What follows belongs to an exercise in optimizing a design on an open flow for small area, a short achievable clock period and few clock cycles per item; a production flow would make more cautious choices.
At most, simulation tests tie the RTL to the original design; equivalence was not proved.
No activity file was given, so power comes from the tool's default toggle rates.

==> run a <==
Design alu_seq_param, start of the top module:
module alu_seq_param #(
  parameter int WIDTH = 32,
  parameter int SHW   = $clog2(WIDTH)
) (
  input  logic             clk,
  input  logic             rst,
  input  logic             in_valid,
  output logic             in_ready,
  input  logic [3:0]       op,
  input  logic [3:0]       op1,
  input  logic [WIDTH-1:0] in0,
  input  logic [WIDTH-1:0] in1,
  output logic             out_valid,
  input  logic             out_ready,
  output logic [WIDTH-1:0] out,
  output logic [WIDTH-1:0] out0,
  output logic             carryout,
  output logic             overflow,
  output logic             zero,
  output logic             N,
  output logic             err
);
  localparam int D    = 6;       
  localparam int K    = 3;       
  localparam int W    = 46;       
  localparam int LOW  = 24;     
  localparam int HIW  = 40;     
  localparam int ITW  = 2;
  logic          skid_v, s1_v, s2_v, cpa_v, out_v, mact;
  logic [ITW-1:0] it_q;
  logic [71:0]   skid_q;
  logic          stall, last_it, first, accept, src_v, go, go_mul, go_alu;
  assign stall    = out_v & ~out_ready;
  assign first    = (it_q == '0);
  ...
make LEC_CHECK=0 CAP_MARGIN=20 CORE_MARGIN=2 CORE_UTILIZATION=40 SETUP_SLACK_MARGIN=4.5 SLEW_MARGIN=20 finish   # period 8.0 ns
run.sh (not shown) runs the stock make flow with config.mk's settings and CLKGATE_MAP_FILE= SYNTH_SCRIPT=/design/flow/synth_recipe.tcl, a recipe that flattens the netlist after the stock synthesis.
==> run b (differences from run a) <==
--- a/flow/design.v
+++ b/flow/design.v
@@ -66,65 +66,64 @@
     n_mul = (n_op == 4'd3) && (n_op1[3:1] == 3'd0);
     n_ill = ~(n_add | n_sft | n_and | n_or | n_xor | n_swp | n_not | n_mul);
     n_b   = nb;
     if (n_add) n_b = (n_op1[0] ? 32'd1 : nb) ^ {32{n_op1[1]}};
   end
+  logic        n_left;
+  logic [31:0] n_arev, n_tr, n_msk;
+  logic        n_slo;
+  assign n_left = ~(n_op1[0] ^ n_op1[1]);                 
+  always_comb begin
+    for (int i = 0; i < 32; i++) n_arev[i] = n_a[31 - i];
+    n_tr[0] = 1'b0;
+    for (int i = 1; i < 32; i++) n_tr[i] = n_a[i] ^ n_a[i - 1];
+    for (int i = 0; i < 32; i++) n_msk[i] = (32 - i) <= int'(nb[4:0]);
+    n_slo = |(n_tr & n_msk);
+  end
   logic [31:0] a, b;
-  logic        k_add, k_sft, k_and, k_or, k_xor, k_swp, k_not, k_ill;
-  logic        k_sub, k_sl, k_sra, k_sla, k_sgn;
+  logic        k_add, k_sl, k_sr, k_and, k_or, k_xor, k_swp, k_not, k_ill;
+  logic        k_sub, k_fill, k_slo;
   always_ff @(posedge clk) begin
     if (~stall) begin
-      a     <= n_a;
+      a     <= (n_sft & n_left) ? n_arev : n_a;
       b     <= n_b;
       k_add <= n_add;
-      k_sft <= n_sft;
+      k_sl  <= n_sft & n_left;
+      k_sr  <= n_sft & ~n_left;
       k_and <= n_and;
       k_or  <= n_or;
       k_xor <= n_xor;
       k_swp <= n_swp;
       k_not <= n_not;
       k_ill <= n_ill;
       k_sub <= n_op1[1];
-      k_sl  <= ~(n_op1[0] ^ n_op1[1]);                   
-      k_sra <= (n_op1[1:0] == 2'd2);
-      k_sla <= (n_op1[1:0] == 2'd3);
-      k_sgn <= n_op1[0];
+      k_fill <= (n_op1[1:0] == 2'd2) & n_a[31];            
+      k_slo <= n_sft & (n_op1[1:0] == 2'd3) & n_slo;
     end
   end
   logic [31:0] sum;
   logic        c32, sum_x;
   assign {c32, sum, sum_x} = {1'b0, a, 1'b1} + {1'b0, b, k_sub};
-  logic [4:0]  sh;
-  logic [31:0] arev, srcw, shw_r;
   logic [32:0] shx;
-  logic        sla_ov;
-  assign sh = b[4:0];
-  always_comb begin
-    for (int i = 0; i < 32; i++) arev[i] = a[31 - i];
-    srcw = k_sl ? arev : a;
-    shx  = $signed({k_sra & a[31], srcw, 1'b0}) >>> sh;
-    for (int i = 0; i < 32; i++) shw_r[i] = shx[32 - i];
-  end
-  logic [31:0] tr, msk;
+  logic [31:0] shl;
   always_comb begin
-    tr[0] = 1'b0;
-    for (int i = 1; i < 32; i++) tr[i] = a[i] ^ a[i - 1];
-    for (int i = 0; i < 32; i++) msk[i] = (32 - i) <= int'(sh);
+    shx = $signed({k_fill, a, 1'b0}) >>> b[4:0];
+    for (int i = 0; i < 32; i++) shl[i] = shx[32 - i];
   end
-  assign sla_ov = |(tr & msk);
   logic [31:0] res;
   logic        r_cy, r_ov, ill;
   always_comb begin
     res  = ({32{k_add}} & sum)
-         | ({32{k_sft}} & (k_sl ? shw_r : shx[32:1]))
+         | ({32{k_sl}}  & shl)
+         | ({32{k_sr}}  & shx[32:1])
          | ({32{k_and}} & (a & b))
          | ({32{k_or}}  & (a | b))
          | ({32{k_xor}} & (a ^ b))
          | ({32{k_swp}} & {a[15:0], a[31:16]})
          | ({32{k_not}} & ~a);
-    r_cy = (k_add & (c32 ^ k_sub)) | (k_sft & shx[0]);
-    r_ov = (k_add & (a[31] == b[31]) & (sum[31] != a[31])) | (k_sft & k_sla & sla_ov);
+    r_cy = (k_add & (c32 ^ k_sub)) | ((k_sl | k_sr) & shx[0]);
+    r_ov = (k_add & (a[31] == b[31]) & (sum[31] != a[31])) | k_slo;
     ill  = k_ill;
   end
   logic [34:0] dl   [K];
   logic [K-1:0] dl_v;
   always_ff @(posedge clk) begin
@@ -142,12 +141,14 @@
   assign {s2_err, s2_ov, s2_cy, s2_res} = dl[K-1];
   assign s2_v = dl_v[K-1];
   logic [32:0] ax;
   logic [37-1:0] bx;
   logic        mz_q;
+  logic        mu_ld;
+  assign mu_ld = ~mact | (last_it & ~stall);
   always_ff @(posedge clk)
-    if (go_mul) begin
+    if (mu_ld) begin
       ax   <= {n_op1[0] & n_a[31], n_a};
       bx   <= {{(37 - 32){n_op1[0] & nb[31]}}, nb};
       mz_q <= (n_a == 32'd0) || (nb == 32'd0);
     end
   logic [2:0]  dg0 [D];
@@ -205,12 +206,12 @@
     endcase
   end
   always_ff @(posedge clk) begin
     for (int m = 0; m < D; m++) begin
       logic [2:0] d;
-      d = go_mul ? dg0[m] : dgn[m];
-      if (go_mul | (~stall & mact & ~last_it)) begin
+      d = (~mact | last_it) ? dg0[m] : dgn[m];
+      if (~mact | ~stall) begin
         one[m] <= d[0] ^ d[1];
         two[m] <= (d[2] & ~d[1] & ~d[0]) | (~d[2] & d[1] & d[0]);
         ng[m]  <= d[2] & ~(d[1] & d[0]);
       end
     end
--- a/flow/config.mk
+++ b/flow/config.mk
@@ -6,7 +6,7 @@
 export NUM_CORES = 4
 export LEC_CHECK = 0
 export CAP_MARGIN = 20
 export CORE_MARGIN = 2
 export CORE_UTILIZATION = 40
-export SETUP_SLACK_MARGIN = 4.5
+export SETUP_SLACK_MARGIN = 4.6
 export SLEW_MARGIN = 20
==> run c (differences from run a) <==
--- a/flow/design.v
+++ b/flow/design.v
@@ -32,22 +32,25 @@
   logic [71:0]   skid_q;
   logic          stall, last_it, first, accept, src_v, go, go_mul, go_alu;
   assign stall    = out_v & ~out_ready;
   assign first    = (it_q == '0);
   assign last_it  = (it_q == ITW'(K - 1));
-  assign in_ready = ~skid_v;
+  logic          in_rdy_q;
+  assign in_ready = in_rdy_q;
   assign accept   = in_valid & ~skid_v;
   assign src_v    = skid_v | in_valid;
   assign go       = ~stall & src_v & (~n_mul | ~mact | last_it);
   assign go_mul   = go & n_mul;
   assign go_alu   = go & ~n_mul;
   always_ff @(posedge clk) begin
     if (rst) begin
       skid_v <= 1'b0;
+      in_rdy_q <= 1'b1;
       s1_v   <= 1'b0;
     end else begin
       skid_v <= src_v & ~go;
+      in_rdy_q <= ~(src_v & ~go);
       if (~stall) s1_v <= go_alu;
     end
   end
   always_ff @(posedge clk)
     if (~skid_v) skid_q <= {op, op1, in0, in1};
@@ -66,65 +69,67 @@
     n_mul = (n_op == 4'd3) && (n_op1[3:1] == 3'd0);
     n_ill = ~(n_add | n_sft | n_and | n_or | n_xor | n_swp | n_not | n_mul);
     n_b   = nb;
     if (n_add) n_b = (n_op1[0] ? 32'd1 : nb) ^ {32{n_op1[1]}};
   end
+  logic        n_left;
+  logic [31:0] n_arev;
+  assign n_left = ~(n_op1[0] ^ n_op1[1]);                 
+  always_comb begin
+    for (int i = 0; i < 32; i++) n_arev[i] = n_a[31 - i];
+  end
   logic [31:0] a, b;
-  logic        k_add, k_sft, k_and, k_or, k_xor, k_swp, k_not, k_ill;
-  logic        k_sub, k_sl, k_sra, k_sla, k_sgn;
+  logic        k_add, k_sl, k_sr, k_and, k_or, k_xor, k_swp, k_not, k_ill;
+  logic        k_sub, k_fill, k_sla;
   always_ff @(posedge clk) begin
     if (~stall) begin
-      a     <= n_a;
+      a     <= (n_sft & n_left) ? n_arev : n_a;
       b     <= n_b;
       k_add <= n_add;
-      k_sft <= n_sft;
+      k_sl  <= n_sft & n_left;
+      k_sr  <= n_sft & ~n_left;
       k_and <= n_and;
       k_or  <= n_or;
       k_xor <= n_xor;
       k_swp <= n_swp;
       k_not <= n_not;
       k_ill <= n_ill;
       k_sub <= n_op1[1];
-      k_sl  <= ~(n_op1[0] ^ n_op1[1]);                   
-      k_sra <= (n_op1[1:0] == 2'd2);
-      k_sla <= (n_op1[1:0] == 2'd3);
-      k_sgn <= n_op1[0];
+      k_fill <= (n_op1[1:0] == 2'd2) & n_a[31];            
+      k_sla <= n_sft & (n_op1[1:0] == 2'd3);
     end
   end
   logic [31:0] sum;
   logic        c32, sum_x;
   assign {c32, sum, sum_x} = {1'b0, a, 1'b1} + {1'b0, b, k_sub};
-  logic [4:0]  sh;
-  logic [31:0] arev, srcw, shw_r;
   logic [32:0] shx;
-  logic        sla_ov;
-  assign sh = b[4:0];
+  logic [31:0] shl;
   always_comb begin
-    for (int i = 0; i < 32; i++) arev[i] = a[31 - i];
-    srcw = k_sl ? arev : a;
-    shx  = $signed({k_sra & a[31], srcw, 1'b0}) >>> sh;
-    for (int i = 0; i < 32; i++) shw_r[i] = shx[32 - i];
+    shx = $signed({k_fill, a, 1'b0}) >>> b[4:0];
+    for (int i = 0; i < 32; i++) shl[i] = shx[32 - i];
   end
   logic [31:0] tr, msk;
+  logic        sla_ov;
   always_comb begin
     tr[0] = 1'b0;
-    for (int i = 1; i < 32; i++) tr[i] = a[i] ^ a[i - 1];
-    for (int i = 0; i < 32; i++) msk[i] = (32 - i) <= int'(sh);
+    for (int i = 1; i < 32; i++) tr[i] = a[31 - i] ^ a[32 - i];
+    for (int i = 0; i < 32; i++) msk[i] = (32 - i) <= int'(b[4:0]);
   end
   assign sla_ov = |(tr & msk);
   logic [31:0] res;
   logic        r_cy, r_ov, ill;
   always_comb begin
     res  = ({32{k_add}} & sum)
-         | ({32{k_sft}} & (k_sl ? shw_r : shx[32:1]))
+         | ({32{k_sl}}  & shl)
+         | ({32{k_sr}}  & shx[32:1])
          | ({32{k_and}} & (a & b))
          | ({32{k_or}}  & (a | b))
          | ({32{k_xor}} & (a ^ b))
          | ({32{k_swp}} & {a[15:0], a[31:16]})
          | ({32{k_not}} & ~a);
-    r_cy = (k_add & (c32 ^ k_sub)) | (k_sft & shx[0]);
-    r_ov = (k_add & (a[31] == b[31]) & (sum[31] != a[31])) | (k_sft & k_sla & sla_ov);
+    r_cy = (k_add & (c32 ^ k_sub)) | ((k_sl | k_sr) & shx[0]);
+    r_ov = (k_add & (a[31] == b[31]) & (sum[31] != a[31])) | (k_sla & sla_ov);
     ill  = k_ill;
   end
   logic [34:0] dl   [K];
   logic [K-1:0] dl_v;
   always_ff @(posedge clk) begin
@@ -141,16 +146,18 @@
   logic        s2_cy, s2_ov, s2_err;
   assign {s2_err, s2_ov, s2_cy, s2_res} = dl[K-1];
   assign s2_v = dl_v[K-1];
   logic [32:0] ax;
   logic [37-1:0] bx;
-  logic        mz_q;
+  logic        bz_lo;
+  logic        mu_ld;
+  assign mu_ld = ~mact | (last_it & ~stall);
   always_ff @(posedge clk)
-    if (go_mul) begin
+    if (mu_ld) begin
       ax   <= {n_op1[0] & n_a[31], n_a};
       bx   <= {{(37 - 32){n_op1[0] & nb[31]}}, nb};
-      mz_q <= (n_a == 32'd0) || (nb == 32'd0);
+      bz_lo <= (nb[10:0] == 11'd0);
     end
   logic [2:0]  dg0 [D];
   logic [2:0]  dgn [D];
   logic [D-1:0] one, two, ng, ns;
   logic [32:0] r [D];
@@ -205,12 +212,12 @@
     endcase
   end
   always_ff @(posedge clk) begin
     for (int m = 0; m < D; m++) begin
       logic [2:0] d;
-      d = go_mul ? dg0[m] : dgn[m];
-      if (go_mul | (~stall & mact & ~last_it)) begin
+      d = (~mact | last_it) ? dg0[m] : dgn[m];
+      if (~mact | ~stall) begin
         one[m] <= d[0] ^ d[1];
         two[m] <= (d[2] & ~d[1] & ~d[0]) | (~d[2] & d[1] & d[0]);
         ng[m]  <= d[2] & ~(d[1] & d[0]);
       end
     end
@@ -957,11 +964,11 @@
   end
   always_ff @(posedge clk) begin
     if (~stall & mact) begin
       acc_s <= {1'b0, 1'b1, ns[5], fs234, fs233, fs232, fs231, fs230, fc228, fc227, fc226, fc225, fc224, fc223, fc222, fc221, fc220, fc219, fc218, fc217, fc216, fc215, fc214, fc213, fc212, fc211, fc210, fc209, fc208, fc207, fc206, fc205, fc204, fc203, fc202, fc201, fc200, fc199, fc198, fc197, fc196, fc195, fc194, fc193, fc192, r0[0]};
       acc_c <= {1'b0, 1'b0, fc234, fc233, fc232, fc231, fc230, fc229, fs229, fs228, fs227, fs226, fs225, fs224, fs223, fs222, fs221, fs220, fs219, fs218, fs217, fs216, fs215, fs214, fs213, fs212, fs211, fs210, fs209, fs208, fs207, fs206, fs205, fs204, fs203, fs202, fs201, fs200, fs199, fs198, fs197, fs196, fs195, fs194, fs193, fs192};
-      if (last_it) mzero <= mz_q;
+      if (last_it) mzero <= (ax == 33'd0) || (bz_lo && (bx[37-1:11] == '0));
       if (~first) begin
         lo_cy <= lo_sum[2*D];
         for (int i = 1; i < K; i++)
           if (it_q == ITW'(i)) plo[2*D*(i-1) +: 2*D] <= lo_sum[2*D-1:0];
       end
--- a/flow/config.mk
+++ b/flow/config.mk
@@ -5,8 +5,9 @@
 export SDC_FILE = /design/flow/constraint.sdc
 export NUM_CORES = 4
 export LEC_CHECK = 0
 export CAP_MARGIN = 20
 export CORE_MARGIN = 2
-export CORE_UTILIZATION = 40
-export SETUP_SLACK_MARGIN = 4.5
+export CORE_UTILIZATION = 60
+export PLACE_DENSITY = 0.7
+export SETUP_SLACK_MARGIN = 4.6
 export SLEW_MARGIN = 20
==> notes.md <==
item	run a	run b	run c
Post-synthesis mux area share	0.0777	0.0681	0.0671
Clock network fraction of total power	0.405	0.298	0.294
Initial antenna violation count	3	2	2
N_diodes	0	0	1
FP Rows	110	110	90
First-pass detailed-route iteration total	7	8	9
Violation count after the first detailed-routing iteration	2,829	2,953	3,485
Number of cells in the design after placement	4,433	4,468	4,064
Final cell utilization of the core	0.467	0.467	0.692
FF-to-FF End	dl[0][8]	dl[0][18]	dl[0][23]
Run status	timing/DRC/antenna clean	timing/DRC/antenna clean	timing/DRC/antenna clean
Largest net degree at the start of global routing	87	89	92
Worst slew margin relative to its limit	0.319	0.344	0.259
Worst setup path endpoint	dl[0][8]	k_slo	dl[0][23]
Complex-gate fraction of the synthesized area	0.136	0.136	0.139
Power in sequential cells	3.12 mW	3.38 mW	3.38 mW
Testbench counts of run a, summed over its fixed seeds: cycles 3,837, items 3,200.
Testbench counts of run c, summed over its fixed seeds: cycles 3,837, items 3,200.
Only the layout flow was run in run b; the RTL was not checked for function there.

afterwards: timing with drivers on the ports:
The flow's constraints put no driver on any port. The routed layouts listed below were extracted and timed again, unchanged, in two steps. Step 1 assumes that a clkbuf_16 drives the clock port and a buf_2 every other input. Step 2 times the ports against the registers' clock, not the clock port: input delays grow and output delays shrink by t, the midpoint of the rising clock arrivals with the driver on. Three values: ideal, step 1, step 2; two values: the first two.
| run | shift t [ns] | setup WS [ns] | worst hold slack (ns) |
|---|---|---|---|
| run a | 0.686 | 4.461 / 4.461 / 3.981 | 0.416 / 0.416 / 0.416 |
| run b | 0.685 | 4.375 / 4.415 / 3.729 | 0.403 / 0.403 / 0.403 |
| run c | 0.692 | 4.554 / 4.554 / 4.128 | 0.410 / 0.410 / 0.410 |
After both steps every run listed still meets setup and hold. For run b, which loses most, drivers alone change the setup slack by +0.040 ns; drivers and shift together by -0.646 ns.
